Background: an optimization exercise with open tools, aiming at small area and a short achievable clock period. Do not read the settings as production practice. The RTL was checked by simulation tests, not by an equivalence proof against the original design. No activity file was given, so power comes from the tool's default toggle rates.

run 1:
Design noc_ring_ni, start of the top module:
module noc_ring_ni
(
   input  wire        clk,
   input  wire        reset,
   input  wire [1:0]  ctrl_in,
   input  wire [15:0] flit_in,
   input  wire [1:0]  dest_fifo_in,
   output wire        en_pass_req,
   output wire        en_pass_rep,
   output wire        en_local_req,
   output wire        en_local_rep,
   output wire [4:0]  used_slots_pass_rep,
   input  wire [17:0] enq_req_data,
   input  wire [17:0] enq_rep_data,
   input  wire        en_out_req_enq,
   input  wire        en_out_rep_enq,
   output wire        out_req_rdy,
   output wire        out_rep_rdy,
   output wire [17:0] deq_req_data,
   output wire [17:0] deq_rep_data,
   output wire        req_rdy,
   output wire        rep_rdy,
   input  wire        en_in_req_deq,
   input  wire        en_in_rep_deq,
   input  wire        en_local_req_in,
   input  wire        en_local_rep_in,
   input  wire        en_pass_req_in,
   input  wire        en_pass_rep_in,
   input  wire [4:0]  used_slots_pass_rep_in,
   output wire [1:0]  ctrl_out,
   output wire [15:0] flit_out,
   output wire [1:0]  dest_fifo_out
);
Settings: LEC_CHECK=0, CAP_MARGIN=20, CORE_MARGIN=2, CORE_UTILIZATION=75, CTS_CLUSTER_DIAMETER=80, CTS_CLUSTER_SIZE=20, SETUP_SLACK_MARGIN=4.3, SLEW_MARGIN=20; clock period 7.0 ns.
run.sh (not shown) runs the stock make flow with config.mk's settings and CLKGATE_MAP_FILE= SYNTH_SCRIPT=/design/flow/synth_recipe.tcl, a recipe that flattens the netlist after the stock synthesis.
> inputs changed (run 1 -> run 2)
- swapping 4.3 for 4.5 in SETUP_SLACK_MARGIN
- clearing CTS_CLUSTER_SIZE, which used to be 20
- clearing CTS_CLUSTER_DIAMETER, which used to be 80
- swapping 75 for 65 in CORE_UTILIZATION
Notes after the runs:
In summary, run 2 completed successfully, with a layout that passed the timing, DRC and antenna checks.
The initial antenna violation count of run 2 falls short of that of run 1 by 2.
| number of buffers and inverters on the critical path | higher: run 1 |
What run 1 reported for wire length on met1 has to be multiplied by 1.15 to get the figure for run 2.
Number of multi-input logic gates: run 1 vs run 2 — no meaningful difference
In run 2, the design area came out 8.5% above the value in run 1.
NOTE: clock-pin transition on the worst setup and hold timing paths in run 2 falls short of that of run 1
Going from run 1 to run 2, part of the power in combinational logic went up by 0.2 points; minimum clock period after layout essentially unchanged; pin count of the biggest net entering global routing shrank by 51; number of vias after detailed routing up 2.3%.
The following lists how run 3 was set up differently from run 2:
- CTS_CLUSTER_SIZE newly set to 24
- SETUP_SLACK_MARGIN changed from 4.5 to 4.3
- CTS_CLUSTER_DIAMETER newly set to 60
- CORE_UTILIZATION changed from 65 to 75
- Comparing run 2 and run 3, the higher relative contribution of the clock network to total power is on run 2.
- Run 3 improves on run 2 in final area.
- The run showing the smaller fraction of power consumed by sequential logic is run 2.
- Max area growth from synthesis to layout across run 2 and run 3: run 2
- Number of nets with antenna violations after detailed routing came out exactly the same in run 2 and run 3.
- Against run 2, run 3 reports a number of standard cells in the layout, taps in and fillers out that is lower.
- Looking only at transition time at the pin with the least slew margin, and setting everything else aside, the lower value of run 2 and run 3 goes to run 2.
- Diff run 2 -> run 3: worst setup slack increased by 0.018 ns relative to the old numbers, wire length of the first global-routing pass now sits lower.
- Met1 track demand over resource in global routing | run 3 above run 2
- Run comparison: run 3 master of the slowest instance on the critical path sky130_fd_sc_hd__nor3_1; run 2 master of the slowest instance on the critical path sky130_fd_sc_hd__o32a_1


## v6
noc_ring_ni, a different RTL version from the one above (not shown whole).
Size in the first run: about 140 I/O pins.
make LEC_CHECK=0 CAP_MARGIN=20 CORE_MARGIN=2 CORE_UTILIZATION=75 CTS_BUF_LIST='sky130_fd_sc_hd__clkbuf_8 sky130_fd_sc_hd__clkbuf_16' CTS_CLUSTER_DIAMETER=70 CTS_CLUSTER_SIZE=18 SETUP_SLACK_MARGIN=4.4 SLEW_MARGIN=20 finish   # period 7.0 ns
### v6 -> v7
--- a/flow/config.mk
+++ b/flow/config.mk
@@ -10,6 +10,5 @@
 export CORE_UTILIZATION = 75
-export CTS_BUF_LIST = sky130_fd_sc_hd__clkbuf_8 sky130_fd_sc_hd__clkbuf_16
 export CTS_CLUSTER_DIAMETER = 70
 export CTS_CLUSTER_SIZE = 18
-export SETUP_SLACK_MARGIN = 4.4
+export SETUP_SLACK_MARGIN = 4.5
 export SLEW_MARGIN = 20
--- outcome ---
v7: all stages complete, timing, DRC and antenna checks passed
From v6 to v7 the numbers moved as follows: required time of the critical path now sits lower; area used by sequential logic in the layout flat.
Taking v6 as the reference, in v7 placeable core region essentially unchanged; first-iteration DRC count rose 524.


noc_ring_ni again, from the RTL that the note above started with.
make LEC_CHECK=0 CAP_MARGIN=20 CORE_MARGIN=2 CORE_UTILIZATION=75 CTS_CLUSTER_DIAMETER=60 CTS_CLUSTER_SIZE=16 SETUP_SLACK_MARGIN=4.4 SLEW_MARGIN=20 finish   # period 7.0 ns
The baseline completed without violations.
Then changed:
--- a/flow/config.mk
+++ b/flow/config.mk
@@ -10,4 +10,4 @@
-export CORE_UTILIZATION = 75
-export CTS_CLUSTER_DIAMETER = 60
-export CTS_CLUSTER_SIZE = 16
-export SETUP_SLACK_MARGIN = 4.4
+export CORE_UTILIZATION = 70
+export CTS_CLUSTER_DIAMETER = 80
+export CTS_CLUSTER_SIZE = 20
+export SETUP_SLACK_MARGIN = 4.3
- global-route usage goes down by 3.0 points
- first-iteration DRC count went up by 6.5%
- count of clock-buffer cells in the layout is lower by 16
- design area fell by 1.6%
- sequential share of layout area grows by 1.1 points
- worst setup slack is worse by 0.028 ns
- fmax falls by 1.0%
- power decreases by 6.0%
- synthesized cell count is unchanged
Then changed:
--- a/flow/config.mk
+++ b/flow/config.mk
@@ -10 +10 @@
-export CORE_UTILIZATION = 70
+export CORE_UTILIZATION = 75
Effect:
- The changed run produced a clean layout
- routed wire length hardly moves
- worst hold slack hardly moves
- die area came out lower by 6.6%
- area after synthesis stays the same
- design area stays flat
- via count is higher by 0.85%
- global-route usage came out higher by 2.5 points
- total power is about the same
- fmax falls by 2.0%
- sequential cell count does not change
- clock power came out higher by about 0.7%
Then changed:
--- a/flow/config.mk
+++ b/flow/config.mk
@@ -10,4 +10,4 @@
-export CORE_UTILIZATION = 75
-export CTS_CLUSTER_DIAMETER = 80
-export CTS_CLUSTER_SIZE = 20
-export SETUP_SLACK_MARGIN = 4.3
+export CORE_UTILIZATION = 78
+export CTS_CLUSTER_DIAMETER = 70
+export CTS_CLUSTER_SIZE = 18
+export SETUP_SLACK_MARGIN = 4.4
Effect: The new run ran to the end with no violations. Register-to-register slack gets better by 0.02 ns. Worst setup slack gets better by 0.075 ns. Clock-buffer cell count increases by 16. Clock skew increases by 0.012 ns. Cell area rises by 0.87%. Non-clock buffer count is higher by 19.
Then changed:
--- a/flow/config.mk
+++ b/flow/config.mk
@@ -10 +10 @@
-export CORE_UTILIZATION = 78
+export CORE_UTILIZATION = 75
@@ -12,0 +13 @@
+export GPL_ROUTABILITY_DRIVEN = 0
Effect: Routed wire length is about the same. Cell area rose by 0.46%. Synthesized area is unchanged. Combinational power hardly moves. Total power stays flat. Hold slack improves by 0.014 ns. Die area rose by about 4%. Critical path depth rose by 2. Clock-buffer cell count fell by 12. Clock power stays flat. Register-to-register slack improves by 0.06 ns.

[separate check: timing with driven ports]
In the flow no input, the clock included, has a driving cell. The finished layouts below were timed again as built, in two steps.
Step 1 (the two cells are an assumption about what drives the block):
set clk [get_ports {clk}]
set_driving_cell -lib_cell sky130_fd_sc_hd__clkbuf_16 $clk
set_driving_cell -lib_cell sky130_fd_sc_hd__buf_2 [delete_from_list [all_inputs] $clk]
Step 2 adds t to the input delays and takes it off the output delays; t is the mean of the earliest and latest rising clock arrival at the registers after step 1. Input paths then give back, and output paths get back, about the clock's delay inside the block.
Slacks: no drivers / after step 1 / after step 2; pairs: no drivers / after step 1.
| run | shift t [ns] | slack for setup (ns) | hold slack, ns |
|---|---|---|---|
| run 1 | 0.788 | 4.176 / 4.176 / 3.466 | 0.437 / 0.437 / 0.437 |
| run 2 | 0.851 | 4.179 / 4.179 / 3.528 | 0.440 / 0.440 / 0.440 |
| run 3 | 0.786 | 4.197 / 4.197 / 3.500 | 0.443 / 0.443 / 0.443 |
| v6 | 0.776 | 4.365 / 4.298 / 3.628 | 0.440 / 0.440 / 0.440 |
| v7 | 0.778 | 4.344 / 4.304 / 3.664 | 0.447 / 0.447 / 0.447 |
| the first run of note 3 | 0.819 | 4.323 / 4.267 / 3.495 | 0.446 / 0.446 / 0.446 |
| the second run of note 3 | 0.770 | 4.295 / 4.259 / 3.519 | 0.447 / 0.447 / 0.447 |
| the third run of note 3 | 0.754 | 4.240 / 4.262 / 3.516 | 0.449 / 0.449 / 0.449 |
| the fourth run of note 3 | 0.765 | 4.315 / 4.315 / 3.591 | 0.430 / 0.430 / 0.430 |
| the fifth run of note 3 | 0.770 | 4.330 / 4.290 / 3.553 | 0.444 / 0.444 / 0.444 |
After both steps setup and hold are still met in every run listed. For the first run of note 3, which loses most, drivers alone change the setup slack by -0.056 ns; drivers and shift together by -0.828 ns.
